Background: an optimization exercise with open tools, aiming at small area, a short achievable clock period and few clock cycles. Do not read the settings as production practice.
Function was checked by simulation only, so behaviour that the tests miss may differ from the original.
No activity file was given, so power comes from the tool's default toggle rates.

## flow/design.v (module list and top-level ports; edited modules follow where they fit)
// module ssd_div6: 54 lines
// module ssd_sq2: 386 lines
// module ssd_sq1: 261 lines
// module ssd_sqrt_top4: 270 lines
// module ssd_sqrt_row: 18 lines
// module step_spike_detector: 258 lines
module step_spike_detector (
    input  logic        i_clk,
    input  logic        i_rst_n,
    input  logic        i_in_valid,
    output logic        o_in_ready,
    input  logic        i_in_operation,
    input  logic [12:0] i_in_accel_x,
    input  logic [12:0] i_in_accel_y,
    input  logic [12:0] i_in_accel_z,
    output logic        o_out_valid,
    input  logic        i_out_ready,
    output logic        o_out_step_detected,
    output logic [12:0] o_out_current_magnitude,
    output logic [12:0] o_out_baseline_magnitude,
    input  logic        i_cfg_we,
    input  logic [0:0]  i_cfg_idx,
    input  logic [12:0] i_cfg_data
);
  // ...
==> flow/run.sh <==
#!/bin/bash
# synth_recipe.tcl (not shown) runs the flow's synth.tcl, then flattens the netlist and writes it again
# the make line also repeats each setting of config.mk as NAME=value (left out here)
make -C /OpenROAD-flow-scripts/flow DESIGN_CONFIG=/design/flow/config.mk WORK_HOME=/design/flow/orfs CLKGATE_MAP_FILE= SYNTH_SCRIPT=/design/flow/synth_recipe.tcl finish
==> flow/config.mk <==
export PLATFORM = sky130hd
export DESIGN_NAME = step_spike_detector
export DESIGN_NICKNAME = step_spike_detector
export VERILOG_FILES = /design/flow/design.v
export SDC_FILE = /design/flow/constraint.sdc
export NUM_CORES = 4
export LEC_CHECK = 0
export CAP_MARGIN = 20
export CORE_MARGIN = 2
export CORE_UTILIZATION = 70
export SLEW_MARGIN = 20
==> flow/constraint.sdc <==
create_clock -name core_clock -period 10.0 [get_ports {i_clk}]
set_input_delay 2.0000 -clock core_clock [delete_from_list [all_inputs] [get_ports {i_clk}]]
set_output_delay 2.0000 -clock core_clock [all_outputs]
set_load 0.01 [all_outputs]
==> flow_summary.json, run 1 <==
{
  "nWellTaps": 940,
  "synth-main-ff-cell": "edfxtp_1",
  "placed_cell_area_um2": 50900,
  "r2r_slack_ns": 5.48,
  "fill_cells": 4470,
  "p_per_area_nw_per_um2": 297,
  "vias": 29800,
  "min_path_type": "register to register",
  "p_sw_mw": 6.03,
  "multi_input_area_share_pct": 37.4,
  "total_power_mw": 16.0,
  "synth-seq-area-share_pct": 54.1,
  "power_frac_clock_pct": 21.9,
  "drc": 0,
  "top_power_group": "combinational logic",
  "layout.area.seq_um2": 26700,
  "synth-edff-count": 801,
  "num_antenna_cells": 0,
  "ir_worst_vdd_v": 0.000343,
  "outcome": "timing/DRC/antenna clean",
  "met1_usage_pct": 39.0,
  "holdPathEnd": "g_slot[2].r_qq[8]$_DFFE_PP_",
  "worstSetupPathType": "register to register",
  "htree_levels": 3,
  "final.setup.tns_ns": 0,
  "start_util_pct": 70.5,
  "netlist_area_um2": 49300,
  "synth_fa_ha_area_share_pct": 15.3,
  "final_cells": 5182,
  "worst_r2r_path_depth": 14,
  "finalNetCount": 4684,
  "p_comb_mw": 7.08,
  "dp_hpwl_um": 66400,
  "path_max_fanout": 15,
  "hp-start": "g_slot[1].r_qq[8]$_DFFE_PP_"
}
Testbench counts, summed over its fixed seeds: cycles 8,452.
==> inputs of run 2 (changes only) <==
--- a/flow/config.mk
+++ b/flow/config.mk
@@ -8,4 +8,4 @@
 export CAP_MARGIN = 20
 export CORE_MARGIN = 2
-export CORE_UTILIZATION = 70
+export CORE_UTILIZATION = 40
 export SLEW_MARGIN = 20
==> run 2 against run 1 <==
Utilization decreased by 32 points. Final area up 1.9%. Still clean. Sequential power shrank 0.7%. Setup slack got worse by 0.068 ns. Largest cell class unchanged. Critical path depth is the same. Flip-flop and latch count unchanged.
==> flow_summary.json, run 2 <==
{
  "netlist_area_um2": 49300,
  "ctsResizeCount": 0,
  "pre_cts_slack_ns": 5.51,
  "final_common_cell": "edfxtp_1",
  "sequentialPowerShare_pct": 33.8,
  "slew_viol_final": 0,
  "drive_above_1_share_pct": 6.30,
  "synth-edff-count": 801,
  "die-area_um2": 126000,
  "yosysUniqueCellTypes": 98,
  "vias": 29200,
  "die_x_um": 355,
  "clkSinkCount": 931,
  "worstSetupStartpointType": "register",
  "min_path_type": "register to register",
  "grt_pass1_wl_um": 156000,
  "clkTransAtPathRegs_ns": 0.06,
  "finalNetCount": 4693,
  "fmax_mhz": 218,
  "skew_ns": 0.0324,
  "reg_top3": "r_win (234), r_mwin (208), r_sum (45)",
  "synth-main-ff-cell": "edfxtp_1",
  "arrival_ns": 5.18,
  "portBuffers": 87,
  "ys_ff_latch": 931,
  "drc": 0,
  "io_pins": 88,
  "final_core_util_pct": 45.1,
  "rsz0062_at_grt": "no",
  "layout_common_cells": "801 x edfxtp_1, 485 x inv_1, 466 x nand2_1, 247 x and2_1, 238 x fa_1",
  "clk-insertion-delay-late_ns": 0.69,
  "grt_max_degree": 135,
  "regMostFlops": "r_win",
  "yosysMostFrequentCell": "edfxtp_1",
  "cp_slowest_cell": "o31a_1",
  "drtIter0Drc": 1970,
  "syn_inst": 4121,
  "yosysTopAreaCell": "edfxtp_1",
  "ir_worst_vdd_v": 0.000191,
  "internal_power_mw": 10.0,
  "fp.dieH_um": 355,
  "synthArstFlopShare_pct": 0,
  "grt_antenna_before_repair": 2,
  "slew_headroom_pct": 30.5,
  "largest_register_ffs": 234,
  "grt_overflow": 0,
  "gp_congestion": 0.835,
  "yosys-top-cells-area": "edfxtp_1 49%, fa_1 9.7%, ha_1 5.6%",
  "final.setup.tns_ns": 0,
  "maxCapViolations": 0,
  "row_count": 128,
  "final_hold_viol_count": 0,
  "setup_slack_ns": 5.41,
  "num_antenna_cells": 0,
  "syn_nets": 4640,
  "yosys.area.top_type_share_pct": 48.8,
  "setup_viol": 0,
  "ys_warn_count": 26,
  "slowest_delay_ns": 0.58,
  "ant_nets": 0,
  "root_buffer": "clkbuf_16",
  "wire_per_inst_um": 16.4,
  "synth-seq-area-share_pct": 54.1,
  "cts.path.max_buffers": 3,
  "start_util_pct": 40.4,
  "synth_area_per_cell_um2": 12.0,
  "cts_inserted_buffers": 98,
  "dp_hpwl_um": 67900,
  "path_max_fanout": 15,
  "period_share_pct": 45.9,
  "core_um2": 122000,
  "grt_pass1_vias": 29300,
  "post-route-min-period_ns": 4.59,
  "path_cells": "ha_1, fa_1, a211oi_2, o21ai_1, a41oi_1, nor3_1, nor3_1, o31a_1, ha_1, and2_0, a21oi_1, o21ai_0, a21oi_1, nor4_1",
  "final_cells": 5880,
  "worst_ep_required_time_ns": 10.59,
  "total_power_mw": 16.0,
  "total_leakage_power_nw": 21.7,
  "htree_levels": 3,
  "postCtsSetupBuffers": 0,
  "worstSetupPathType": "register to register",
  "power_frac_clock_pct": 22.6,
  "wl_um": 96500,
  "grt_use_total_pct": 15.4,
  "drt_pass1_iterations": 5,
  "dp_cells": 5698,
  "outcome": "timing/DRC/antenna clean",
  "worstSetupEndpointType": "register",
  "ctsHoldBuffers": 0,
  "area_growth_syn_to_layout_pct": 11.7,
  "p_comb_share_pct": 43.6,
  "p_per_area_nw_per_um2": 290,
  "drt-vias-per-instance": 4.96,
  "sw_frac_of_total_pct": 37.1,
  "worstMarginPinSlew_ns": 1.04,
  "cts_tree": "done",
  "p_sw_mw": 5.93,
  "synth_common_cells": "801 x edfxtp_1, 488 x inv_1, 468 x nand2_1"
}
[run 2: logic make-up (layout without fill, tap and decap cells)]
| family | after synthesis | count (layout) | share of synthesized area [%] |
|---|---|---|---|
| compound gates | 624 | 624 | 8.26 |
| xor+xnor | 190 | 190 | 3.38 |
| fa+ha+maj | 462 | 462 | 15.3 |
| buf+inv | 649 | 783 | 5.01 |
| flops | 931 | 931 | 54.1 |
| mux | 122 | 122 | 2.67 |
| simple gates | 1143 | 1143 | 11.3 |
[run 2: through the flow]
| step | hold WS, ns | area (um2) |
|---|---|---|
| after floorplan | 0.400 | 49300 |
| after global placement | 0.400 | 51800 |
| after detailed placement | 0.405 | 51800 |
| after CTS | 0.406 | 55000 |
| after global routing | 0.406 | 55000 |
| final | 0.405 | 55000 |
[run 2: layer usage]
layer / global-route usage (%) / wire length [um] / part of all wire [%] / up-vias
li1: - / - / - / 14200
met1: 20.2 / 43600 / 45 / 14300
met2: 26.4 / 47400 / 49 / 528
met3: 2.56 / 3640 / 3.8 / 142
met4: 3.86 / 1890 / 2.0 / 2
met5: 0 / 13 / 0.013 / -
[run 2: critical path: cells and delay by family (launching register included)]
| kind | cells | cell delay, ns |
|---|---|---|
| AO/OA/AOI/OAI | 7 | 1.72 |
| adder cells (fa/ha/maj) | 3 | 1.25 |
| flip-flops | 1 | 0.37 |
| AND/OR/NAND/NOR | 4 | 1.12 |
[run 2: worst paths after layout]
path | start | to | slack, ns | cells past startpoint
max | r_r0[0]$_DFFE_PN_ | u_top4.o_qr[2]$_DFF_P_ | 5.41 | 14
min | r_mwin[10][11]$_DFFE_PP_ | r_mwin[11][11]$_DFFE_PP_ | 0.40 | 0
max reg2reg | r_r0[0]$_DFFE_PN_ | u_top4.o_qr[2]$_DFF_P_ | 5.41 | 14
min reg2reg | r_mwin[10][11]$_DFFE_PP_ | r_mwin[11][11]$_DFFE_PP_ | 0.40 | 0
[run 2: power groups by stage]
| stage | sequential [mW] | clock [mW] | combinational [mW] |
|---|---|---|---|
| after global placement | 5.47 | 0 | 6.83 |
| final | 5.40 | 3.62 | 6.97 |
| after global routing | 5.46 | 3.88 | 7.92 |
| after CTS | 5.41 | 3.73 | 6.96 |
| after floorplan | 5.31 | 0 | 5.58 |
| after detailed placement | 5.49 | 0 | 6.91 |
[run 2: layout make-up]
class | instances | area [um2]
tap | 1625 | 2030
clock buffer | 127 | 2630
timing repair buffer | 109 | 1060
clock inverter | 54 | 583
inverter | 493 | 1870
fill | 11100 | 67000
sequential | 931 | 26700
multi-input combinational | 2541 | 20200
==> module ssd_sqrt_top4, before the edit <==
module ssd_sqrt_top4 (
    input  logic [7:0] i_x,
    output logic [3:0] o_q,
    output logic [4:0] o_rem
);
    logic [8:0] o_qr;
    always_comb begin
        case (i_x)
            8'd0: o_qr = {4'd0, 5'd0};
            8'd1: o_qr = {4'd1, 5'd0};
            8'd2: o_qr = {4'd1, 5'd1};
            8'd3: o_qr = {4'd1, 5'd2};
            8'd4: o_qr = {4'd2, 5'd0};
            8'd5: o_qr = {4'd2, 5'd1};
            8'd6: o_qr = {4'd2, 5'd2};
            8'd7: o_qr = {4'd2, 5'd3};
            8'd8: o_qr = {4'd2, 5'd4};
            8'd9: o_qr = {4'd3, 5'd0};
            8'd10: o_qr = {4'd3, 5'd1};
            8'd11: o_qr = {4'd3, 5'd2};
            8'd12: o_qr = {4'd3, 5'd3};
            8'd13: o_qr = {4'd3, 5'd4};
            8'd14: o_qr = {4'd3, 5'd5};
            8'd15: o_qr = {4'd3, 5'd6};
            8'd16: o_qr = {4'd4, 5'd0};
            8'd17: o_qr = {4'd4, 5'd1};
            8'd18: o_qr = {4'd4, 5'd2};
            8'd19: o_qr = {4'd4, 5'd3};
            8'd20: o_qr = {4'd4, 5'd4};
            8'd21: o_qr = {4'd4, 5'd5};
            8'd22: o_qr = {4'd4, 5'd6};
            8'd23: o_qr = {4'd4, 5'd7};
            8'd24: o_qr = {4'd4, 5'd8};
            8'd25: o_qr = {4'd5, 5'd0};
            8'd26: o_qr = {4'd5, 5'd1};
            8'd27: o_qr = {4'd5, 5'd2};
            8'd28: o_qr = {4'd5, 5'd3};
            8'd29: o_qr = {4'd5, 5'd4};
            8'd30: o_qr = {4'd5, 5'd5};
            8'd31: o_qr = {4'd5, 5'd6};
            8'd32: o_qr = {4'd5, 5'd7};
            8'd33: o_qr = {4'd5, 5'd8};
            8'd34: o_qr = {4'd5, 5'd9};
            8'd35: o_qr = {4'd5, 5'd10};
            8'd36: o_qr = {4'd6, 5'd0};
            8'd37: o_qr = {4'd6, 5'd1};
            8'd38: o_qr = {4'd6, 5'd2};
            8'd39: o_qr = {4'd6, 5'd3};
            8'd40: o_qr = {4'd6, 5'd4};
            8'd41: o_qr = {4'd6, 5'd5};
            8'd42: o_qr = {4'd6, 5'd6};
            8'd43: o_qr = {4'd6, 5'd7};
            8'd44: o_qr = {4'd6, 5'd8};
            8'd45: o_qr = {4'd6, 5'd9};
            8'd46: o_qr = {4'd6, 5'd10};
            8'd47: o_qr = {4'd6, 5'd11};
            8'd48: o_qr = {4'd6, 5'd12};
            8'd49: o_qr = {4'd7, 5'd0};
            8'd50: o_qr = {4'd7, 5'd1};
            8'd51: o_qr = {4'd7, 5'd2};
            8'd52: o_qr = {4'd7, 5'd3};
            8'd53: o_qr = {4'd7, 5'd4};
            8'd54: o_qr = {4'd7, 5'd5};
            8'd55: o_qr = {4'd7, 5'd6};
            8'd56: o_qr = {4'd7, 5'd7};
            8'd57: o_qr = {4'd7, 5'd8};
            8'd58: o_qr = {4'd7, 5'd9};
            8'd59: o_qr = {4'd7, 5'd10};
            8'd60: o_qr = {4'd7, 5'd11};
            8'd61: o_qr = {4'd7, 5'd12};
            8'd62: o_qr = {4'd7, 5'd13};
            8'd63: o_qr = {4'd7, 5'd14};
            8'd64: o_qr = {4'd8, 5'd0};
            8'd65: o_qr = {4'd8, 5'd1};
            8'd66: o_qr = {4'd8, 5'd2};
            8'd67: o_qr = {4'd8, 5'd3};
            8'd68: o_qr = {4'd8, 5'd4};
            8'd69: o_qr = {4'd8, 5'd5};
            8'd70: o_qr = {4'd8, 5'd6};
            8'd71: o_qr = {4'd8, 5'd7};
            8'd72: o_qr = {4'd8, 5'd8};
            8'd73: o_qr = {4'd8, 5'd9};
            8'd74: o_qr = {4'd8, 5'd10};
            8'd75: o_qr = {4'd8, 5'd11};
            8'd76: o_qr = {4'd8, 5'd12};
            8'd77: o_qr = {4'd8, 5'd13};
            8'd78: o_qr = {4'd8, 5'd14};
            8'd79: o_qr = {4'd8, 5'd15};
            8'd80: o_qr = {4'd8, 5'd16};
            8'd81: o_qr = {4'd9, 5'd0};
            8'd82: o_qr = {4'd9, 5'd1};
            8'd83: o_qr = {4'd9, 5'd2};
            8'd84: o_qr = {4'd9, 5'd3};
            8'd85: o_qr = {4'd9, 5'd4};
            8'd86: o_qr = {4'd9, 5'd5};
            8'd87: o_qr = {4'd9, 5'd6};
            8'd88: o_qr = {4'd9, 5'd7};
            8'd89: o_qr = {4'd9, 5'd8};
            8'd90: o_qr = {4'd9, 5'd9};
            8'd91: o_qr = {4'd9, 5'd10};
            8'd92: o_qr = {4'd9, 5'd11};
            8'd93: o_qr = {4'd9, 5'd12};
            8'd94: o_qr = {4'd9, 5'd13};
            8'd95: o_qr = {4'd9, 5'd14};
            8'd96: o_qr = {4'd9, 5'd15};
            8'd97: o_qr = {4'd9, 5'd16};
            8'd98: o_qr = {4'd9, 5'd17};
            8'd99: o_qr = {4'd9, 5'd18};
            8'd100: o_qr = {4'd10, 5'd0};
            8'd101: o_qr = {4'd10, 5'd1};
            8'd102: o_qr = {4'd10, 5'd2};
            8'd103: o_qr = {4'd10, 5'd3};
            8'd104: o_qr = {4'd10, 5'd4};
            8'd105: o_qr = {4'd10, 5'd5};
            8'd106: o_qr = {4'd10, 5'd6};
            8'd107: o_qr = {4'd10, 5'd7};
            8'd108: o_qr = {4'd10, 5'd8};
            8'd109: o_qr = {4'd10, 5'd9};
            8'd110: o_qr = {4'd10, 5'd10};
            8'd111: o_qr = {4'd10, 5'd11};
            8'd112: o_qr = {4'd10, 5'd12};
            8'd113: o_qr = {4'd10, 5'd13};
            8'd114: o_qr = {4'd10, 5'd14};
            8'd115: o_qr = {4'd10, 5'd15};
            8'd116: o_qr = {4'd10, 5'd16};
            8'd117: o_qr = {4'd10, 5'd17};
            8'd118: o_qr = {4'd10, 5'd18};
            8'd119: o_qr = {4'd10, 5'd19};
            8'd120: o_qr = {4'd10, 5'd20};
            8'd121: o_qr = {4'd11, 5'd0};
            8'd122: o_qr = {4'd11, 5'd1};
            8'd123: o_qr = {4'd11, 5'd2};
            8'd124: o_qr = {4'd11, 5'd3};
            8'd125: o_qr = {4'd11, 5'd4};
            8'd126: o_qr = {4'd11, 5'd5};
            8'd127: o_qr = {4'd11, 5'd6};
            8'd128: o_qr = {4'd11, 5'd7};
            8'd129: o_qr = {4'd11, 5'd8};
            8'd130: o_qr = {4'd11, 5'd9};
            8'd131: o_qr = {4'd11, 5'd10};
            8'd132: o_qr = {4'd11, 5'd11};
            8'd133: o_qr = {4'd11, 5'd12};
            8'd134: o_qr = {4'd11, 5'd13};
            8'd135: o_qr = {4'd11, 5'd14};
            8'd136: o_qr = {4'd11, 5'd15};
            8'd137: o_qr = {4'd11, 5'd16};
            8'd138: o_qr = {4'd11, 5'd17};
            8'd139: o_qr = {4'd11, 5'd18};
            8'd140: o_qr = {4'd11, 5'd19};
            8'd141: o_qr = {4'd11, 5'd20};
            8'd142: o_qr = {4'd11, 5'd21};
            8'd143: o_qr = {4'd11, 5'd22};
            8'd144: o_qr = {4'd12, 5'd0};
            8'd145: o_qr = {4'd12, 5'd1};
            8'd146: o_qr = {4'd12, 5'd2};
            8'd147: o_qr = {4'd12, 5'd3};
            8'd148: o_qr = {4'd12, 5'd4};
            8'd149: o_qr = {4'd12, 5'd5};
            8'd150: o_qr = {4'd12, 5'd6};
            8'd151: o_qr = {4'd12, 5'd7};
            8'd152: o_qr = {4'd12, 5'd8};
            8'd153: o_qr = {4'd12, 5'd9};
            8'd154: o_qr = {4'd12, 5'd10};
            8'd155: o_qr = {4'd12, 5'd11};
            8'd156: o_qr = {4'd12, 5'd12};
            8'd157: o_qr = {4'd12, 5'd13};
            8'd158: o_qr = {4'd12, 5'd14};
            8'd159: o_qr = {4'd12, 5'd15};
            8'd160: o_qr = {4'd12, 5'd16};
            8'd161: o_qr = {4'd12, 5'd17};
            8'd162: o_qr = {4'd12, 5'd18};
            8'd163: o_qr = {4'd12, 5'd19};
            8'd164: o_qr = {4'd12, 5'd20};
            8'd165: o_qr = {4'd12, 5'd21};
            8'd166: o_qr = {4'd12, 5'd22};
            8'd167: o_qr = {4'd12, 5'd23};
            8'd168: o_qr = {4'd12, 5'd24};
            8'd169: o_qr = {4'd13, 5'd0};
            8'd170: o_qr = {4'd13, 5'd1};
            8'd171: o_qr = {4'd13, 5'd2};
            8'd172: o_qr = {4'd13, 5'd3};
            8'd173: o_qr = {4'd13, 5'd4};
            8'd174: o_qr = {4'd13, 5'd5};
            8'd175: o_qr = {4'd13, 5'd6};
            8'd176: o_qr = {4'd13, 5'd7};
            8'd177: o_qr = {4'd13, 5'd8};
            8'd178: o_qr = {4'd13, 5'd9};
            8'd179: o_qr = {4'd13, 5'd10};
            8'd180: o_qr = {4'd13, 5'd11};
            8'd181: o_qr = {4'd13, 5'd12};
            8'd182: o_qr = {4'd13, 5'd13};
            8'd183: o_qr = {4'd13, 5'd14};
            8'd184: o_qr = {4'd13, 5'd15};
            8'd185: o_qr = {4'd13, 5'd16};
            8'd186: o_qr = {4'd13, 5'd17};
            8'd187: o_qr = {4'd13, 5'd18};
            8'd188: o_qr = {4'd13, 5'd19};
            8'd189: o_qr = {4'd13, 5'd20};
            8'd190: o_qr = {4'd13, 5'd21};
            8'd191: o_qr = {4'd13, 5'd22};
            8'd192: o_qr = {4'd13, 5'd23};
            8'd193: o_qr = {4'd13, 5'd24};
            8'd194: o_qr = {4'd13, 5'd25};
            8'd195: o_qr = {4'd13, 5'd26};
            8'd196: o_qr = {4'd14, 5'd0};
            8'd197: o_qr = {4'd14, 5'd1};
            8'd198: o_qr = {4'd14, 5'd2};
            8'd199: o_qr = {4'd14, 5'd3};
            8'd200: o_qr = {4'd14, 5'd4};
            8'd201: o_qr = {4'd14, 5'd5};
            8'd202: o_qr = {4'd14, 5'd6};
            8'd203: o_qr = {4'd14, 5'd7};
            8'd204: o_qr = {4'd14, 5'd8};
            8'd205: o_qr = {4'd14, 5'd9};
            8'd206: o_qr = {4'd14, 5'd10};
            8'd207: o_qr = {4'd14, 5'd11};
            8'd208: o_qr = {4'd14, 5'd12};
            8'd209: o_qr = {4'd14, 5'd13};
            8'd210: o_qr = {4'd14, 5'd14};
            8'd211: o_qr = {4'd14, 5'd15};
            8'd212: o_qr = {4'd14, 5'd16};
            8'd213: o_qr = {4'd14, 5'd17};
            8'd214: o_qr = {4'd14, 5'd18};
            8'd215: o_qr = {4'd14, 5'd19};
            8'd216: o_qr = {4'd14, 5'd20};
            8'd217: o_qr = {4'd14, 5'd21};
            8'd218: o_qr = {4'd14, 5'd22};
            8'd219: o_qr = {4'd14, 5'd23};
            8'd220: o_qr = {4'd14, 5'd24};
            8'd221: o_qr = {4'd14, 5'd25};
            8'd222: o_qr = {4'd14, 5'd26};
            8'd223: o_qr = {4'd14, 5'd27};
            8'd224: o_qr = {4'd14, 5'd28};
            8'd225: o_qr = {4'd15, 5'd0};
            8'd226: o_qr = {4'd15, 5'd1};
            8'd227: o_qr = {4'd15, 5'd2};
            8'd228: o_qr = {4'd15, 5'd3};
            8'd229: o_qr = {4'd15, 5'd4};
            8'd230: o_qr = {4'd15, 5'd5};
            8'd231: o_qr = {4'd15, 5'd6};
            8'd232: o_qr = {4'd15, 5'd7};
            8'd233: o_qr = {4'd15, 5'd8};
            8'd234: o_qr = {4'd15, 5'd9};
            8'd235: o_qr = {4'd15, 5'd10};
            8'd236: o_qr = {4'd15, 5'd11};
            8'd237: o_qr = {4'd15, 5'd12};
            8'd238: o_qr = {4'd15, 5'd13};
            8'd239: o_qr = {4'd15, 5'd14};
            8'd240: o_qr = {4'd15, 5'd15};
            8'd241: o_qr = {4'd15, 5'd16};
            8'd242: o_qr = {4'd15, 5'd17};
            8'd243: o_qr = {4'd15, 5'd18};
            8'd244: o_qr = {4'd15, 5'd19};
            8'd245: o_qr = {4'd15, 5'd20};
            8'd246: o_qr = {4'd15, 5'd21};
            8'd247: o_qr = {4'd15, 5'd22};
            8'd248: o_qr = {4'd15, 5'd23};
            8'd249: o_qr = {4'd15, 5'd24};
            8'd250: o_qr = {4'd15, 5'd25};
            8'd251: o_qr = {4'd15, 5'd26};
            8'd252: o_qr = {4'd15, 5'd27};
            8'd253: o_qr = {4'd15, 5'd28};
            8'd254: o_qr = {4'd15, 5'd29};
            8'd255: o_qr = {4'd15, 5'd30};
            default: o_qr = 9'd0;
        endcase
    end
    assign o_q   = o_qr[8:5];
    assign o_rem = o_qr[4:0];
endmodule
==> inputs of run 3 (changes only) <==
--- a/flow/design.v
+++ b/flow/design.v
@@ -721,265 +721,22 @@
 );
     logic [8:0] o_qr;
-    always_comb begin
-        case (i_x)
-            8'd0: o_qr = {4'd0, 5'd0};
-            8'd1: o_qr = {4'd1, 5'd0};
-            8'd2: o_qr = {4'd1, 5'd1};
-            8'd3: o_qr = {4'd1, 5'd2};
-            8'd4: o_qr = {4'd2, 5'd0};
-            8'd5: o_qr = {4'd2, 5'd1};
-            8'd6: o_qr = {4'd2, 5'd2};
-            8'd7: o_qr = {4'd2, 5'd3};
-            8'd8: o_qr = {4'd2, 5'd4};
-            8'd9: o_qr = {4'd3, 5'd0};
-            8'd10: o_qr = {4'd3, 5'd1};
-            8'd11: o_qr = {4'd3, 5'd2};
-            8'd12: o_qr = {4'd3, 5'd3};
-            8'd13: o_qr = {4'd3, 5'd4};
-            8'd14: o_qr = {4'd3, 5'd5};
-            8'd15: o_qr = {4'd3, 5'd6};
-            8'd16: o_qr = {4'd4, 5'd0};
-            8'd17: o_qr = {4'd4, 5'd1};
-            8'd18: o_qr = {4'd4, 5'd2};
-            8'd19: o_qr = {4'd4, 5'd3};
-            8'd20: o_qr = {4'd4, 5'd4};
-            8'd21: o_qr = {4'd4, 5'd5};
-            8'd22: o_qr = {4'd4, 5'd6};
-            8'd23: o_qr = {4'd4, 5'd7};
-            8'd24: o_qr = {4'd4, 5'd8};
-            8'd25: o_qr = {4'd5, 5'd0};
-            8'd26: o_qr = {4'd5, 5'd1};
-            8'd27: o_qr = {4'd5, 5'd2};
-            8'd28: o_qr = {4'd5, 5'd3};
-            8'd29: o_qr = {4'd5, 5'd4};
-            8'd30: o_qr = {4'd5, 5'd5};
-            8'd31: o_qr = {4'd5, 5'd6};
-            8'd32: o_qr = {4'd5, 5'd7};
-            8'd33: o_qr = {4'd5, 5'd8};
-            8'd34: o_qr = {4'd5, 5'd9};
-            8'd35: o_qr = {4'd5, 5'd10};
-            8'd36: o_qr = {4'd6, 5'd0};
-            8'd37: o_qr = {4'd6, 5'd1};
-            8'd38: o_qr = {4'd6, 5'd2};
-            8'd39: o_qr = {4'd6, 5'd3};
-            8'd40: o_qr = {4'd6, 5'd4};
-            8'd41: o_qr = {4'd6, 5'd5};
-            8'd42: o_qr = {4'd6, 5'd6};
-            8'd43: o_qr = {4'd6, 5'd7};
-            8'd44: o_qr = {4'd6, 5'd8};
-            8'd45: o_qr = {4'd6, 5'd9};
-            8'd46: o_qr = {4'd6, 5'd10};
-            8'd47: o_qr = {4'd6, 5'd11};
-            8'd48: o_qr = {4'd6, 5'd12};
-            8'd49: o_qr = {4'd7, 5'd0};
-            8'd50: o_qr = {4'd7, 5'd1};
-            8'd51: o_qr = {4'd7, 5'd2};
-            8'd52: o_qr = {4'd7, 5'd3};
-            8'd53: o_qr = {4'd7, 5'd4};
-            8'd54: o_qr = {4'd7, 5'd5};
-            8'd55: o_qr = {4'd7, 5'd6};
-            8'd56: o_qr = {4'd7, 5'd7};
-            8'd57: o_qr = {4'd7, 5'd8};
-            8'd58: o_qr = {4'd7, 5'd9};
-            8'd59: o_qr = {4'd7, 5'd10};
-            8'd60: o_qr = {4'd7, 5'd11};
-            8'd61: o_qr = {4'd7, 5'd12};
-            8'd62: o_qr = {4'd7, 5'd13};
-            8'd63: o_qr = {4'd7, 5'd14};
-            8'd64: o_qr = {4'd8, 5'd0};
-            8'd65: o_qr = {4'd8, 5'd1};
-            8'd66: o_qr = {4'd8, 5'd2};
-            8'd67: o_qr = {4'd8, 5'd3};
-            8'd68: o_qr = {4'd8, 5'd4};
-            8'd69: o_qr = {4'd8, 5'd5};
-            8'd70: o_qr = {4'd8, 5'd6};
-            8'd71: o_qr = {4'd8, 5'd7};
-            8'd72: o_qr = {4'd8, 5'd8};
-            8'd73: o_qr = {4'd8, 5'd9};
-            8'd74: o_qr = {4'd8, 5'd10};
-            8'd75: o_qr = {4'd8, 5'd11};
-            8'd76: o_qr = {4'd8, 5'd12};
-            8'd77: o_qr = {4'd8, 5'd13};
-            8'd78: o_qr = {4'd8, 5'd14};
-            8'd79: o_qr = {4'd8, 5'd15};
-            8'd80: o_qr = {4'd8, 5'd16};
-            8'd81: o_qr = {4'd9, 5'd0};
-            8'd82: o_qr = {4'd9, 5'd1};
-            8'd83: o_qr = {4'd9, 5'd2};
-            8'd84: o_qr = {4'd9, 5'd3};
-            8'd85: o_qr = {4'd9, 5'd4};
-            8'd86: o_qr = {4'd9, 5'd5};
-            8'd87: o_qr = {4'd9, 5'd6};
-            8'd88: o_qr = {4'd9, 5'd7};
-            8'd89: o_qr = {4'd9, 5'd8};
-            8'd90: o_qr = {4'd9, 5'd9};
-            8'd91: o_qr = {4'd9, 5'd10};
-            8'd92: o_qr = {4'd9, 5'd11};
-            8'd93: o_qr = {4'd9, 5'd12};
-            8'd94: o_qr = {4'd9, 5'd13};
-            8'd95: o_qr = {4'd9, 5'd14};
-            8'd96: o_qr = {4'd9, 5'd15};
-            8'd97: o_qr = {4'd9, 5'd16};
-            8'd98: o_qr = {4'd9, 5'd17};
-            8'd99: o_qr = {4'd9, 5'd18};
-            8'd100: o_qr = {4'd10, 5'd0};
-            8'd101: o_qr = {4'd10, 5'd1};
-            8'd102: o_qr = {4'd10, 5'd2};
-            8'd103: o_qr = {4'd10, 5'd3};
-            8'd104: o_qr = {4'd10, 5'd4};
-            8'd105: o_qr = {4'd10, 5'd5};
-            8'd106: o_qr = {4'd10, 5'd6};
-            8'd107: o_qr = {4'd10, 5'd7};
-            8'd108: o_qr = {4'd10, 5'd8};
-            8'd109: o_qr = {4'd10, 5'd9};
-            8'd110: o_qr = {4'd10, 5'd10};
-            8'd111: o_qr = {4'd10, 5'd11};
-            8'd112: o_qr = {4'd10, 5'd12};
-            8'd113: o_qr = {4'd10, 5'd13};
-            8'd114: o_qr = {4'd10, 5'd14};
-            8'd115: o_qr = {4'd10, 5'd15};
-            8'd116: o_qr = {4'd10, 5'd16};
-            8'd117: o_qr = {4'd10, 5'd17};
-            8'd118: o_qr = {4'd10, 5'd18};
-            8'd119: o_qr = {4'd10, 5'd19};
-            8'd120: o_qr = {4'd10, 5'd20};
-            8'd121: o_qr = {4'd11, 5'd0};
-            8'd122: o_qr = {4'd11, 5'd1};
-            8'd123: o_qr = {4'd11, 5'd2};
-            8'd124: o_qr = {4'd11, 5'd3};
-            8'd125: o_qr = {4'd11, 5'd4};
-            8'd126: o_qr = {4'd11, 5'd5};
-            8'd127: o_qr = {4'd11, 5'd6};
-            8'd128: o_qr = {4'd11, 5'd7};
-            8'd129: o_qr = {4'd11, 5'd8};
-            8'd130: o_qr = {4'd11, 5'd9};
-            8'd131: o_qr = {4'd11, 5'd10};
-            8'd132: o_qr = {4'd11, 5'd11};
-            8'd133: o_qr = {4'd11, 5'd12};
-            8'd134: o_qr = {4'd11, 5'd13};
-            8'd135: o_qr = {4'd11, 5'd14};
-            8'd136: o_qr = {4'd11, 5'd15};
-            8'd137: o_qr = {4'd11, 5'd16};
-            8'd138: o_qr = {4'd11, 5'd17};
-            8'd139: o_qr = {4'd11, 5'd18};
-            8'd140: o_qr = {4'd11, 5'd19};
-            8'd141: o_qr = {4'd11, 5'd20};
-            8'd142: o_qr = {4'd11, 5'd21};
-            8'd143: o_qr = {4'd11, 5'd22};
-            8'd144: o_qr = {4'd12, 5'd0};
-            8'd145: o_qr = {4'd12, 5'd1};
-            8'd146: o_qr = {4'd12, 5'd2};
-            8'd147: o_qr = {4'd12, 5'd3};
-            8'd148: o_qr = {4'd12, 5'd4};
-            8'd149: o_qr = {4'd12, 5'd5};
-            8'd150: o_qr = {4'd12, 5'd6};
-            8'd151: o_qr = {4'd12, 5'd7};
-            8'd152: o_qr = {4'd12, 5'd8};
-            8'd153: o_qr = {4'd12, 5'd9};
-            8'd154: o_qr = {4'd12, 5'd10};
-            8'd155: o_qr = {4'd12, 5'd11};
-            8'd156: o_qr = {4'd12, 5'd12};
-            8'd157: o_qr = {4'd12, 5'd13};
-            8'd158: o_qr = {4'd12, 5'd14};
-            8'd159: o_qr = {4'd12, 5'd15};
-            8'd160: o_qr = {4'd12, 5'd16};
-            8'd161: o_qr = {4'd12, 5'd17};
-            8'd162: o_qr = {4'd12, 5'd18};
-            8'd163: o_qr = {4'd12, 5'd19};
-            8'd164: o_qr = {4'd12, 5'd20};
-            8'd165: o_qr = {4'd12, 5'd21};
-            8'd166: o_qr = {4'd12, 5'd22};
-            8'd167: o_qr = {4'd12, 5'd23};
-            8'd168: o_qr = {4'd12, 5'd24};
-            8'd169: o_qr = {4'd13, 5'd0};
-            8'd170: o_qr = {4'd13, 5'd1};
-            8'd171: o_qr = {4'd13, 5'd2};
-            8'd172: o_qr = {4'd13, 5'd3};
-            8'd173: o_qr = {4'd13, 5'd4};
-            8'd174: o_qr = {4'd13, 5'd5};
-            8'd175: o_qr = {4'd13, 5'd6};
-            8'd176: o_qr = {4'd13, 5'd7};
-            8'd177: o_qr = {4'd13, 5'd8};
-            8'd178: o_qr = {4'd13, 5'd9};
-            8'd179: o_qr = {4'd13, 5'd10};
-            8'd180: o_qr = {4'd13, 5'd11};
-            8'd181: o_qr = {4'd13, 5'd12};
-            8'd182: o_qr = {4'd13, 5'd13};
-            8'd183: o_qr = {4'd13, 5'd14};
-            8'd184: o_qr = {4'd13, 5'd15};
-            8'd185: o_qr = {4'd13, 5'd16};
-            8'd186: o_qr = {4'd13, 5'd17};
-            8'd187: o_qr = {4'd13, 5'd18};
-            8'd188: o_qr = {4'd13, 5'd19};
-            8'd189: o_qr = {4'd13, 5'd20};
-            8'd190: o_qr = {4'd13, 5'd21};
-            8'd191: o_qr = {4'd13, 5'd22};
-            8'd192: o_qr = {4'd13, 5'd23};
-            8'd193: o_qr = {4'd13, 5'd24};
-            8'd194: o_qr = {4'd13, 5'd25};
-            8'd195: o_qr = {4'd13, 5'd26};
-            8'd196: o_qr = {4'd14, 5'd0};
-            8'd197: o_qr = {4'd14, 5'd1};
-            8'd198: o_qr = {4'd14, 5'd2};
-            8'd199: o_qr = {4'd14, 5'd3};
-            8'd200: o_qr = {4'd14, 5'd4};
-            8'd201: o_qr = {4'd14, 5'd5};
-            8'd202: o_qr = {4'd14, 5'd6};
-            8'd203: o_qr = {4'd14, 5'd7};
-            8'd204: o_qr = {4'd14, 5'd8};
-            8'd205: o_qr = {4'd14, 5'd9};
-            8'd206: o_qr = {4'd14, 5'd10};
-            8'd207: o_qr = {4'd14, 5'd11};
-            8'd208: o_qr = {4'd14, 5'd12};
-            8'd209: o_qr = {4'd14, 5'd13};
-            8'd210: o_qr = {4'd14, 5'd14};
-            8'd211: o_qr = {4'd14, 5'd15};
-            8'd212: o_qr = {4'd14, 5'd16};
-            8'd213: o_qr = {4'd14, 5'd17};
-            8'd214: o_qr = {4'd14, 5'd18};
-            8'd215: o_qr = {4'd14, 5'd19};
-            8'd216: o_qr = {4'd14, 5'd20};
-            8'd217: o_qr = {4'd14, 5'd21};
-            8'd218: o_qr = {4'd14, 5'd22};
-            8'd219: o_qr = {4'd14, 5'd23};
-            8'd220: o_qr = {4'd14, 5'd24};
-            8'd221: o_qr = {4'd14, 5'd25};
-            8'd222: o_qr = {4'd14, 5'd26};
-            8'd223: o_qr = {4'd14, 5'd27};
-            8'd224: o_qr = {4'd14, 5'd28};
-            8'd225: o_qr = {4'd15, 5'd0};
-            8'd226: o_qr = {4'd15, 5'd1};
-            8'd227: o_qr = {4'd15, 5'd2};
-            8'd228: o_qr = {4'd15, 5'd3};
-            8'd229: o_qr = {4'd15, 5'd4};
-            8'd230: o_qr = {4'd15, 5'd5};
-            8'd231: o_qr = {4'd15, 5'd6};
-            8'd232: o_qr = {4'd15, 5'd7};
-            8'd233: o_qr = {4'd15, 5'd8};
-            8'd234: o_qr = {4'd15, 5'd9};
-            8'd235: o_qr = {4'd15, 5'd10};
-            8'd236: o_qr = {4'd15, 5'd11};
-            8'd237: o_qr = {4'd15, 5'd12};
-            8'd238: o_qr = {4'd15, 5'd13};
-            8'd239: o_qr = {4'd15, 5'd14};
-            8'd240: o_qr = {4'd15, 5'd15};
-            8'd241: o_qr = {4'd15, 5'd16};
-            8'd242: o_qr = {4'd15, 5'd17};
-            8'd243: o_qr = {4'd15, 5'd18};
-            8'd244: o_qr = {4'd15, 5'd19};
-            8'd245: o_qr = {4'd15, 5'd20};
-            8'd246: o_qr = {4'd15, 5'd21};
-            8'd247: o_qr = {4'd15, 5'd22};
-            8'd248: o_qr = {4'd15, 5'd23};
-            8'd249: o_qr = {4'd15, 5'd24};
-            8'd250: o_qr = {4'd15, 5'd25};
-            8'd251: o_qr = {4'd15, 5'd26};
-            8'd252: o_qr = {4'd15, 5'd27};
-            8'd253: o_qr = {4'd15, 5'd28};
-            8'd254: o_qr = {4'd15, 5'd29};
-            8'd255: o_qr = {4'd15, 5'd30};
-            default: o_qr = 9'd0;
-        endcase
-    end
+    localparam logic [255:0] T0 = 256'h55555554aaaaaaa5555554aaaaaa555554aaaaa55554aaaa5554aaa554aa54a4;
+    localparam logic [255:0] T1 = 256'h99999998ccccccc9999998cccccc999998ccccc99998cccc9998ccc998cc98c8;
+    localparam logic [255:0] T2 = 256'he1e1e1e10f0f0f01e1e1e0f0f0f0e1e1e10f0f01e1e0f0f0e1e10f01e0f0e100;
+    localparam logic [255:0] T3 = 256'hfe01fe01f00ff00e01fe0100ff0001fe000ff001fe00ff00fe01f00e01000000;
+    localparam logic [255:0] T4 = 256'hfffe0001fff0000ffe0001ff0000fe0001f0000e000100000000000000000000;
+    localparam logic [255:0] T5 = 256'hfffffffe0000000ffffffe000000fffffe00000ffffe0000fffe000ffe00fe0e;
+    localparam logic [255:0] T6 = 256'hfffffffffffffff0000000000000fffffffffff000000000fffffff00000fff0;
+    localparam logic [255:0] T7 = 256'hffffffffffffffffffffffffffff00000000000000000000ffffffffffff0000;
+    localparam logic [255:0] T8 = 256'hffffffffffffffffffffffffffffffffffffffffffffffff0000000000000000;
+    assign o_qr[0] = T0[i_x];
+    assign o_qr[1] = T1[i_x];
+    assign o_qr[2] = T2[i_x];
+    assign o_qr[3] = T3[i_x];
+    assign o_qr[4] = T4[i_x];
+    assign o_qr[5] = T5[i_x];
+    assign o_qr[6] = T6[i_x];
+    assign o_qr[7] = T7[i_x];
+    assign o_qr[8] = T8[i_x];
     assign o_q   = o_qr[8:5];
     assign o_rem = o_qr[4:0];
==> flow/flow/run.sh (new file) <==
#!/bin/bash
set -euo pipefail
bash standard.sh SETUP_SLACK_MARGIN=7.0 finish > standard_flow.log 2>&1
==> flow/standard.sh (new file) <==
#!/bin/bash
# synth_recipe.tcl (not shown) runs the flow's synth.tcl, then flattens the netlist and writes it again
# the make line also repeats each setting of config.mk as NAME=value (left out here)
make -C /OpenROAD-flow-scripts/flow DESIGN_CONFIG=/design/flow/config.mk WORK_HOME=/design/flow/orfs CLKGATE_MAP_FILE= SYNTH_SCRIPT=/design/flow/synth_recipe.tcl "${@:-finish}"
--- a/flow/config.mk
+++ b/flow/config.mk
@@ -8,4 +8,4 @@
 export CAP_MARGIN = 20
 export CORE_MARGIN = 2
-export CORE_UTILIZATION = 40
+export CORE_UTILIZATION = 60
 export SLEW_MARGIN = 20
removed: flow/run.sh
==> run 3 against run 2 <==
Final area up 5.3%. Critical path type unchanged. Synthesized area down 1.7%. Wire length up 10%. Critical path depth down 1. Sequential power about the same. Utilization up 27 points. Still clean on timing, DRC and antenna. Setup slack better by 0.84 ns. Clock skew up 0.0049 ns. Critical endpoint is now r_r0[11]$_DFFE_PN_.
==> flow_summary.json, run 3 <==
{
  "outcome": "timing/DRC/antenna clean",
  "gp_congestion": 0.872,
  "slew_headroom_pct": 28.9,
  "ant_nets": 0,
  "wire_per_inst_um": 19.5,
  "io_pins": 88,
  "cp.buffers_inverters": 5,
  "r2r_slack_ns": 6.25,
  "synth-edff-count": 801,
  "root_buffer": "clkbuf_16",
  "grt_antenna_before_repair": 0,
  "final_common_cell": "edfxtp_1",
  "total_leakage_power_nw": 23.5,
  "fmax_mhz": 267,
  "path_max_fanout": 9,
  "cp_top_family": "adder cells",
  "clk-insertion-delay-late_ns": 0.67,
  "grt_use_total_pct": 25.7,
  "synth-seq-area-share_pct": 54.6,
  "min_path_type": "register to register",
  "area_growth_syn_to_layout_pct": 19.5,
  "arrival_ns": 4.17,
  "layout.area.seq_um2": 26500,
  "yosys-top-cells-area": "edfxtp_1 50%, fa_1 9.8%, ha_1 5.8%",
  "drc": 0,
  "worstSetupEndpointType": "register",
  "cp_slowest_cell": "fa_2",
  "ys_warn_count": 25,
  "grt_pass1_vias": 31000,
  "worstSetupStartpointType": "register",
  "yosys.area.top_type_share_pct": 49.6,
  "final.setup.tns_ns": 0,
  "wl_um": 106000,
  "start_util_pct": 60.4,
  "finalNetCount": 4842,
  "largest_register_ffs": 234,
  "netlist_area_um2": 48500,
  "synth-main-ff-cell": "edfxtp_1",
  "worst_ep_required_time_ns": 10.42,
  "fill_cells": 5443,
  "drt-vias-per-instance": 5.57,
  "drt_pass1_iterations": 5,
  "cts_tree": "done",
  "grt_overflow": 0,
  "cts.path.max_buffers": 3,
  "final_hold_viol_count": 0,
  "placed_cell_area_um2": 50800,
  "fp.dieH_um": 288,
  "worstSetupPathType": "register to register",
  "clkTransAtPathRegs_ns": 0.06,
  "htree_levels": 3,
  "multi_input_area_um2": 21800,
  "skew_ns": 0.0373,
  "drtIter0Drc": 1857,
  "path_common_cell": "fa_2",
  "grt_pass1_wl_um": 167000,
  "finalInstanceArea_um2": 58000,
  "die_x_um": 288,
  "cts_inserted_buffers": 95,
  "post-route-min-period_ns": 3.75,
  "setup_viol": 0,
  "yosysTopAreaCell": "edfxtp_1",
  "ir_worst_vdd_v": 0.000208,
  "num_antenna_cells": 0,
  "vias": 30400,
  "ctsHoldBuffers": 0,
  "core_um2": 80300,
  "maxCapViolations": 0,
  "layout_common_cells": "801 x edfxtp_1, 449 x nand2_1, 414 x inv_1, 224 x and2_1, 202 x fa_1",
  "rsz0062_at_grt": "yes",
  "p_per_area_nw_per_um2": 284,
  "portBuffers": 87,
  "synthArstFlopShare_pct": 0,
  "reg_top3": "r_win (234), r_mwin (208), r_sum (45)",
  "ys_ff_latch": 922,
  "slew_viol_final": 0,
  "yosysMostFrequentCell": "edfxtp_1",
  "die-area_um2": 83100,
  "drive_above_1_share_pct": 21.0,
  "yosysUniqueCellTypes": 84,
  "worstMarginPinSlew_ns": 1.06,
  "syn_nets": 4518,
  "synth_common_cells": "801 x edfxtp_1, 490 x nand2_1, 460 x inv_1",
  "slowest_delay_ns": 0.55,
  "syn_inst": 3996,
  "dp_hpwl_um": 68600,
  "clkSinkCount": 922,
  "row_count": 104,
  "path_cells": "buf_12, and2_4, fa_2, inv_1, fa_1, inv_1, fa_1, inv_2, fa_2, inv_2, fa_2, nand2_1, nand2_1",
  "period_share_pct": 37.5,
  "regMostFlops": "r_win",
  "grt_max_degree": 123,
  "synth_area_per_cell_um2": 12.1
}
## run 3: cell types whose count changed in the layout (fill, tap and decap cells not counted), moves of 40 or more
cell / change
buf_4: +180
inv_1: -71
a21oi_1: -70
buf_6: +61
clkdlybuf4s50_1: -51
o21ai_0: -43
ha_1: -40
nor2_1: -40
## run 3: area by class of cell
class / instances / share of cell area (%)
timing repair inverter: 2 / 0.0302
tap: 1060 / 2.29
timing repair buffer: 364 / 5.70
multi-input combinational: 2472 / 37.5
clock buffer: 118 / 4.36
sequential: 922 / 45.7
clock inverter: 61 / 1.21
inverter: 463 / 3.15
## run 3: report_power, final
| group | internal, mW | leakage (nW) | total (mW) | switching (mW) |
|---|---|---|---|---|
| registers | 5.04 | 8.88 | 5.42 | 0.374 |
| logic | 3.47 | 13.1 | 7.41 | 3.94 |
| clock network | 2.10 | 1.57 | 3.63 | 1.53 |
| total | 10.6 | 23.5 | 16.5 | 5.85 |
## run 3: layer usage
metal / wire length (um) / vias up / GRT usage, %
met2: 52800 / 739 / 43.4
met1: 45800 / 15200 / 34.7
met3: 4620 / 201 / 3.55
met4: 3150 / 0 / 8.04
met5: 0 / - / 0
li1: - / 14300 / -
## run 3: metrics by stage
| stage | hold WS, ns | total power [mW] | util (%) | worst slack (ns) | instances |
|---|---|---|---|---|---|
| 2_1_floorplan | 0.400 | 9.94 | - | 6.36 | 3996 |
| 3_3_place_gp | 0.400 | 11.1 | 63.2 | 5.28 | 5020 |
| 3_5_place_dp | 0.405 | 11.4 | 63.2 | 5.21 | 5020 |
| 4_1_cts | 0.386 | 15.9 | 70.6 | 6.30 | 5405 |
| 5_1_grt | 0.388 | 17.5 | 72.2 | 6.16 | 5462 |
| 6_report | 0.398 | 16.5 | 72.2 | 6.25 | 5462 |
## run 3: kinds of logic (layout without fill, tap and decap cells)
family | after synthesis | in the layout | synth area share [%]
AND/OR/NAND/NOR | 1097 | 1097 | 11.0
flip-flops | 922 | 922 | 54.6
buffers and inverters | 603 | 1008 | 4.68
AO/OA/AOI/OAI | 585 | 586 | 7.70
adder cells (fa/ha/maj) | 466 | 466 | 15.7
XOR/XNOR | 212 | 212 | 3.83
multiplexers | 111 | 111 | 2.43
## run 3: final timing paths
check	depth (start not counted)	start	endpoint
worst max-delay path	13	r_m[0][8]$_DFFE_PP_	r_r0[11]$_DFFE_PN_
worst min-delay path	0	r_win[10][12]$_DFFE_PP_	r_win[11][12]$_DFFE_PP_
worst max register to register	13	r_m[0][8]$_DFFE_PP_	r_r0[11]$_DFFE_PN_
worst min register to register	0	r_win[10][12]$_DFFE_PP_	r_win[11][12]$_DFFE_PP_
## run 3: repair_timing
action                                  in CTS  in global routing
setup buffers                              199                 57
endpoints found under the setup margin     544                158
resized for setup                          440                209
gates cloned                                 7                  0
pin swaps                                  142                128
Testbench counts of run 3, summed over its fixed seeds: cycles 8,452.
==> inputs of run 4 (changes only) <==
==> flow/run.sh (new file) <==
#!/bin/bash
# synth_recipe.tcl (not shown) runs the flow's synth.tcl, then flattens the netlist and writes it again
# the make line also repeats each setting of config.mk as NAME=value (left out here)
make -C /OpenROAD-flow-scripts/flow DESIGN_CONFIG=/design/flow/config.mk WORK_HOME=/design/flow/orfs CLKGATE_MAP_FILE= SYNTH_SCRIPT=/design/flow/synth_recipe.tcl finish
--- a/flow/config.mk
+++ b/flow/config.mk
@@ -8,4 +8,4 @@
 export CAP_MARGIN = 20
 export CORE_MARGIN = 2
-export CORE_UTILIZATION = 60
+export CORE_UTILIZATION = 40
 export SLEW_MARGIN = 20
removed: flow/flow/run.sh
removed: flow/standard.sh
==> run 4 against run 3 <==
Final cell count increased by 5.6%. Hold slack about the same. Global-route usage decreased by 11 points. Utilization decreased by 27 points. Synthesized area unchanged. Largest cell class unchanged.
==> flow_summary.json, run 4 <==
{
  "outcome": "timing/DRC/antenna clean",
  "cp_slowest_cell": "edfxtp_1",
  "cts.path.max_buffers": 3,
  "synth-main-ff-cell": "edfxtp_1",
  "die-area_um2": 124000,
  "drt_pass1_iterations": 7,
  "drtIter0Drc": 1654,
  "ant_nets": 0,
  "cts_tree": "done",
  "cts_inserted_buffers": 101,
  "p_sw_mw": 5.07,
  "cp_top_family": "compound AO/OA/AOI/OAI gates",
  "die_x_um": 352,
  "grt_pass1_vias": 28400,
  "drt-vias-per-instance": 4.85,
  "yosysUniqueCellTypes": 84,
  "ctsResizeCount": 0,
  "maxCapViolations": 0,
  "r2r_start": "r_q[20]$_DFFE_PN_",
  "synth-seq-area-share_pct": 54.6,
  "p_comb_share_pct": 37.8,
  "path_max_fanout": 18,
  "area_growth_syn_to_layout_pct": 12.3,
  "hp-start": "r_win[8][1]$_DFFE_PP_",
  "num_antenna_cells": 0,
  "final.setup.tns_ns": 0,
  "final_common_cell": "edfxtp_1",
  "arrival_ns": 4.84,
  "worst_ep_required_time_ns": 10.40,
  "reg_top3": "r_win (234), r_mwin (208), r_sum (45)",
  "wire_per_inst_um": 16.2,
  "fmax_mhz": 225,
  "dp_hpwl_um": 65200,
  "wl_um": 93200,
  "setup_viol": 0,
  "sw_frac_of_total_pct": 34.2,
  "finalNetCount": 4588,
  "synth-edff-count": 801,
  "worstMarginPinSlew_ns": 0.991,
  "post-route-min-period_ns": 4.44,
  "power_frac_clock_pct": 25.6,
  "min_path_type": "register to register",
  "grt_pass1_wl_um": 152000,
  "cp.buffers_inverters": 1,
  "slew_headroom_pct": 34.0,
  "worstHoldPathCells": 0,
  "ys_ff_latch": 922,
  "syn_nets": 4518,
  "whs_ns": 0.398,
  "row_count": 127,
  "clk-insertion-delay-late_ns": 0.71,
  "p_per_area_nw_per_um2": 272,
  "path_cells": "clkinv_1, ha_1, a21oi_1, nor3b_1, a211oi_1, or3_1, o21ai_0, o21ai_0, ha_1, nor2b_1, o21ai_0, nand2b_1, a21o_1, a21oi_1, xnor2_1, nand2_1, a21boi_0",
  "sequentialPowerShare_pct": 36.6,
  "period_share_pct": 44.4,
  "htree_levels": 3,
  "path_common_cell": "o21ai_0",
  "slowest_delay_ns": 0.73,
  "holdPathEnd": "r_win[9][1]$_DFFE_PP_",
  "regMostFlops": "r_win",
  "ys_warn_count": 25,
  "io_pins": 88,
  "yosysTopAreaCell": "edfxtp_1",
  "portBuffers": 87,
  "largest_register_ffs": 234,
  "worstSetupStartpointType": "register",
  "fill_cells": 11000,
  "grt_use_total_pct": 15.0,
  "synth_common_cells": "801 x edfxtp_1, 490 x nand2_1, 460 x inv_1",
  "drive_above_1_share_pct": 5.99,
  "core_um2": 120000,
  "worstSetupEndpointType": "register",
  "r2r_slack_ns": 5.56,
  "skew_ns": 0.0452,
  "clkTransAtPathRegs_ns": 0.07,
  "grt_max_degree": 139,
  "layout_common_cells": "801 x edfxtp_1, 489 x nand2_1, 458 x inv_1, 252 x and2_1, 238 x fa_1",
  "total_power_mw": 14.8,
  "setup_slack_ns": 5.56,
  "worst_r2r_path_depth": 17,
  "ctsHoldBuffers": 0,
  "total_leakage_power_nw": 21.6,
  "netlist_area_um2": 48500,
  "clkSinkCount": 922,
  "gp_congestion": 0.825,
  "yosysMostFrequentCell": "edfxtp_1",
  "rsz0062_at_grt": "no",
  "slew_viol_final": 0,
  "postCtsSetupBuffers": 0,
  "internal_power_mw": 9.74,
  "root_buffer": "clkbuf_16",
  "synthArstFlopShare_pct": 0,
  "grt_overflow": 0,
  "yosys-top-cells-area": "edfxtp_1 50%, fa_1 9.8%, ha_1 5.8%",
  "final_hold_viol_count": 0,
  "start_util_pct": 40.4,
  "fp.dieH_um": 352,
  "worstSetupPathType": "register to register",
  "timing.rr.end": "g_slot[1].r_root[0]$_DFFE_PN_",
  "drc": 0,
  "ir_worst_vdd_v": 0.000159,
  "syn_inst": 3996,
  "synth_area_per_cell_um2": 12.1,
  "grt_antenna_before_repair": 2,
  "vias": 28000,
  "yosys.area.top_type_share_pct": 49.6,
  "pre_cts_slack_ns": 5.67
}
[run 4: cell counts after synthesis]
No cell type changed its count.
[run 4: area by class of cell]
| class | instances | area (um2) | share of cell area, % |
|---|---|---|---|
| flip-flops and latches | 922 | 26500 | 48.6 |
| multi-input cells | 2471 | 19800 | 36.3 |
| clock buffers | 127 | 2710 | 4.97 |
| well taps | 1612 | 2020 | 3.70 |
| inverters | 463 | 1760 | 3.23 |
| repair buffers | 107 | 1020 | 1.87 |
| clock inverters | 64 | 701 | 1.29 |
[run 4: logic make-up after synthesis]
family / count (synthesis) / share of synthesized area [%]
fa+ha+maj: 466 / 15.7
mux: 111 / 2.43
simple gates: 1097 / 11.0
buf+inv: 603 / 4.68
compound gates: 585 / 7.70
xor+xnor: 212 / 3.83
flops: 922 / 54.6
[run 4: worst max path at each step]
| stage | cells past startpoint | endpoint | startpoint | slack [ns] |
|---|---|---|---|---|
| 2_1_floorplan | 5 | r_win[0][0]$_DFFE_PP_ | r_t_v$_SDFF_PN0_ | 1.91 |
| 3_3_place_gp | 17 | g_slot[1].r_root[0]$_DFFE_PN_ | r_q[20]$_DFFE_PN_ | 5.74 |
| 3_5_place_dp | 17 | g_slot[1].r_root[0]$_DFFE_PN_ | r_q[20]$_DFFE_PN_ | 5.67 |
| 4_1_cts | 17 | g_slot[1].r_root[0]$_DFFE_PN_ | r_q[20]$_DFFE_PN_ | 5.66 |
| 5_1_grt | 17 | g_slot[1].r_root[0]$_DFFE_PN_ | r_q[20]$_DFFE_PN_ | 5.20 |
| 6_report | 17 | g_slot[1].r_root[0]$_DFFE_PN_ | r_q[20]$_DFFE_PN_ | 5.56 |
[run 4: power by group through the flow]
stage | clock (mW) | combinational [mW] | sequential, mW
after global placement | 0 | 5.53 | 5.51
after floorplan | 0 | 4.52 | 5.29
after CTS | 3.90 | 5.67 | 5.44
final | 3.79 | 5.60 | 5.43
after detailed placement | 0 | 5.62 | 5.52
after global routing | 4.05 | 6.50 | 5.49
[run 4: metrics by stage]
step,area [um2],instances,util (%)
2_1_floorplan,48500,3996,-
3_3_place_gp,51000,5575,42.5
3_5_place_dp,51000,5575,42.5
4_1_cts,54400,5766,45.3
5_1_grt,54400,5766,45.3
6_report,54400,5766,45.3
[run 4: routing by layer]
layer	GRT usage (%)	part of all wire, %	vias to the layer above
met3	2.40	2.9	143
li1	-	-	13800
met2	25.7	49	362
met4	4.35	2.4	0
met1	19.7	46	13700
met5	0	0	-
==> inputs of run 5 (changes only) <==
==> flow/flow/run.sh (new file) <==
#!/bin/bash
set -euo pipefail
bash standard.sh SETUP_SLACK_MARGIN=6.4 finish > standard_flow.log 2>&1
==> flow/standard.sh (new file) <==
#!/bin/bash
# synth_recipe.tcl (not shown) runs the flow's synth.tcl, then flattens the netlist and writes it again
# the make line also repeats each setting of config.mk as NAME=value (left out here)
make -C /OpenROAD-flow-scripts/flow DESIGN_CONFIG=/design/flow/config.mk WORK_HOME=/design/flow/orfs CLKGATE_MAP_FILE= SYNTH_SCRIPT=/design/flow/synth_recipe.tcl "${@:-finish}"
removed: flow/run.sh
==> run 5 against run 4 <==
Still clean. Non-clock buffer count rose by 103. Global-route usage increased by 0.076 points. First-iteration DRC count shrank 1.7%. Hold slack got worse by 0.0027 ns. Setup slack improved by 0.66 ns. Flip-flop and latch count stayed put. Fmax is 18% higher. Clock power down 2%. Die area is the same. Clock skew is 0.012 ns lower. Critical endpoint is now r_r0[10]$_DFFE_PN_.
==> flow_summary.json, run 5 <==
{
  "cp_slowest_cell": "fa_1",
  "htree_levels": 3,
  "drive_above_1_share_pct": 10.5,
  "path_max_fanout": 4,
  "syn_inst": 3996,
  "synth_compound_gate_area_share_pct": 7.70,
  "ctsHoldBuffers": 0,
  "root_buffer": "clkbuf_16",
  "final_common_cell": "edfxtp_1",
  "largest_register_ffs": 234,
  "p_per_area_nw_per_um2": 271,
  "row_count": 127,
  "wl_um": 94200,
  "io_pins": 88,
  "cts.path.max_buffers": 3,
  "arrival_ns": 4.21,
  "r2r_start": "r_m[0][9]$_DFFE_PP_",
  "gp_congestion": 0.825,
  "rsz0062_at_grt": "yes",
  "portBuffers": 87,
  "outcome": "timing/DRC/antenna clean",
  "min_path_type": "register to register",
  "clkTransAtPathRegs_ns": 0.06,
  "total_power_mw": 15.1,
  "finalInstanceArea_um2": 55700,
  "synth_common_cells": "801 x edfxtp_1, 490 x nand2_1, 460 x inv_1",
  "drt_pass1_iterations": 5,
  "grt_max_degree": 154,
  "synthSimpleGateAreaFrac_pct": 11.0,
  "grt_pass1_vias": 28700,
  "ant_nets": 0,
  "ir_worst_vdd_v": 0.000183,
  "ys_ff_latch": 922,
  "yosys.area.top_type_share_pct": 49.6,
  "grt_antenna_before_repair": 0,
  "final_cells": 5861,
  "area_growth_syn_to_layout_pct": 14.8,
  "num_antenna_cells": 0,
  "period_share_pct": 37.8,
  "maxCapViolations": 0,
  "clk-insertion-delay-late_ns": 0.69,
  "post-route-min-period_ns": 3.78,
  "regMostFlops": "r_win",
  "synth.area.mux_share_pct": 2.43,
  "setup_slack_ns": 6.22,
  "final.setup.tns_ns": 0,
  "slew_viol_final": 0,
  "synth-xor-area-share_pct": 3.83,
  "worstSetupEndpointType": "register",
  "cts_inserted_buffers": 97,
  "reg_top3": "r_win (234), r_mwin (208), r_sum (45)",
  "die_x_um": 352,
  "skew_ns": 0.0334,
  "die-area_um2": 124000,
  "worstSetupStartpointType": "register",
  "synth_area_per_cell_um2": 12.1,
  "start_util_pct": 40.4,
  "total_leakage_power_nw": 22.3,
  "dp_hpwl_um": 63700,
  "setup_viol": 0,
  "path_cells": "buf_6, buf_6, buf_6, nand2_4, fa_2, fa_2, fa_1, inv_1, fa_1, fa_2, nand2_1, nand2_1",
  "synth-main-ff-cell": "edfxtp_1",
  "slew_headroom_pct": 32.7,
  "layout_common_cells": "801 x edfxtp_1, 481 x nand2_1, 440 x inv_1, 240 x and2_1",
  "vias": 28400,
  "yosys-top-cells-area": "edfxtp_1 50%, fa_1 9.8%, ha_1 5.8%",
  "core_um2": 120000,
  "synthArstFlopShare_pct": 0,
  "wire_per_inst_um": 16.1,
  "netlist_area_um2": 48500,
  "syn_nets": 4518,
  "dp_cells": 5576,
  "synth_top_family_by_area": "adder cells",
  "cp-startpoint": "r_m[0][9]$_DFFE_PP_",
  "drc": 0,
  "synth_fa_ha_area_share_pct": 15.7,
  "yosysTopAreaCell": "edfxtp_1",
  "cp_top_family": "adder cells",
  "final_hold_viol_count": 0,
  "fp.dieH_um": 352,
  "synth-edff-count": 801,
  "worstSetupPathType": "register to register",
  "grt_pass1_wl_um": 152000,
  "clkSinkCount": 922,
  "ys_warn_count": 25,
  "drt-vias-per-instance": 4.84,
  "fmax_mhz": 265,
  "yosysUniqueCellTypes": 84,
  "grt_use_total_pct": 15.1,
  "cts_tree": "done",
  "hp-start": "r_q[11]$_DFFE_PN_",
  "synth-seq-area-share_pct": 54.6,
  "slowest_delay_ns": 0.54,
  "yosysMostFrequentCell": "edfxtp_1",
  "placed_cell_area_um2": 51100,
  "cp.buffers_inverters": 4,
  "finalNetCount": 4687,
  "worst_ep_required_time_ns": 10.43,
  "drtIter0Drc": 1626,
  "grt_overflow": 0,
  "pre_cts_slack_ns": 5.75,
  "final_core_util_pct": 46.3,
  "worstMarginPinSlew_ns": 1.01,
  "whs_ns": 0.396
}
[run 5: changes by cell type in the layout (fill, tap and decap cells not counted), moves of 9 or more]
cell / delta
and2_1: -12
inv_2: +17
and2_4: +13
clkdlybuf4s50_1: -21
fa_2: +18
dlygate4sd2_1: +16
inv_1: -18
fa_1: -18
buf_6: +11
o21ai_0: -13
buf_4: +83
o21ai_1: +9
[run 5: what timing repair did]
action | CTS | global route
pin swaps | 38 | 58
resized for setup | 76 | 100
gates cloned | 2 | 1
buffers inserted | 61 | 38
setup endpoints to repair | 71 | 113
[run 5: routing by layer]
metal | share of wire, % | up-vias | GRT usage (%)
met5 | 0 | - | 0
met4 | 2.7 | 0 | 4.53
met2 | 48 | 446 | 25.5
met3 | 3.1 | 166 | 2.35
met1 | 46 | 13800 | 20.1
li1 | - | 14000 | -
[run 5: area by class of cell]
cell class | instances | area, um2
clock buffer | 130 | 2680
clock inverter | 53 | 647
timing repair buffer | 210 | 1950
fill | 10900 | 64500
tap | 1612 | 2020
multi-input combinational | 2471 | 20100
sequential | 922 | 26500
inverter | 463 | 1770
[run 5: where the power goes]
| part | internal [mW] | switching [mW] | total, mW |
|---|---|---|---|
| sequential | 5.04 | 0.328 | 5.37 |
| clock | 2.19 | 1.53 | 3.72 |
| combinational | 2.73 | 3.28 | 6.01 |
[run 5: final timing paths]
path / to / slack [ns] / cells after the start
setup / recovery: r_r0[10]$_DFFE_PN_ / 6.22 / 12
hold / removal: g_slot[1].r_qq[11]$_DFFE_PP_ / 0.40 / 0
setup reg to reg: r_r0[10]$_DFFE_PN_ / 6.22 / 12
hold reg to reg: g_slot[1].r_qq[11]$_DFFE_PP_ / 0.40 / 0
[run 5: kinds of logic after synthesis]
group	count (synthesis)
mux	111
simple gates	1097
buf+inv	603
xor+xnor	212
fa+ha+maj	466
compound gates	585
flops	922

## static timing again, ports no longer ideal
No port has a modelled driver above. Below, the same layouts with a new extraction and two added sets of constraints. Step 1 (the two cells are an assumption about what drives the block):
set clk [get_ports {i_clk}]
set_driving_cell -lib_cell sky130_fd_sc_hd__clkbuf_16 $clk
set_driving_cell -lib_cell sky130_fd_sc_hd__buf_2 [delete_from_list [all_inputs] $clk]
Step 2 also shifts input and output timing later by t, the mid clock arrival at the registers, as if the neighbouring blocks saw the same clock. Three values: no drivers, after step 1, after step 2; two values: the first two.
run | t, ns | slack for setup (ns) | worst setup path at the end | clock arrival spread, ns | worst data-port slew with drivers (ns)
run 1 | 0.706 | 5.478 / 5.478 / 5.478 | register to register | 0.038 / 0.039 | 0.09
run 2 | 0.757 | 5.410 / 5.410 / 5.410 | register to register | 0.038 / 0.038 | 0.16
run 3 | 0.728 | 6.249 / 6.249 / 6.249 | register to register | 0.057 / 0.057 | 0.07
run 4 | 0.759 | 5.558 / 5.558 / 5.558 | register to register | 0.050 / 0.050 | 0.06
run 5 | 0.751 | 6.223 / 6.223 / 6.012 | input to register | 0.035 / 0.036 | 0.04
After both steps setup and hold are still met in every run listed. The setup slack of run 5, which loses most, moves by 0.000 ns with the drivers and by -0.211 ns with both steps.
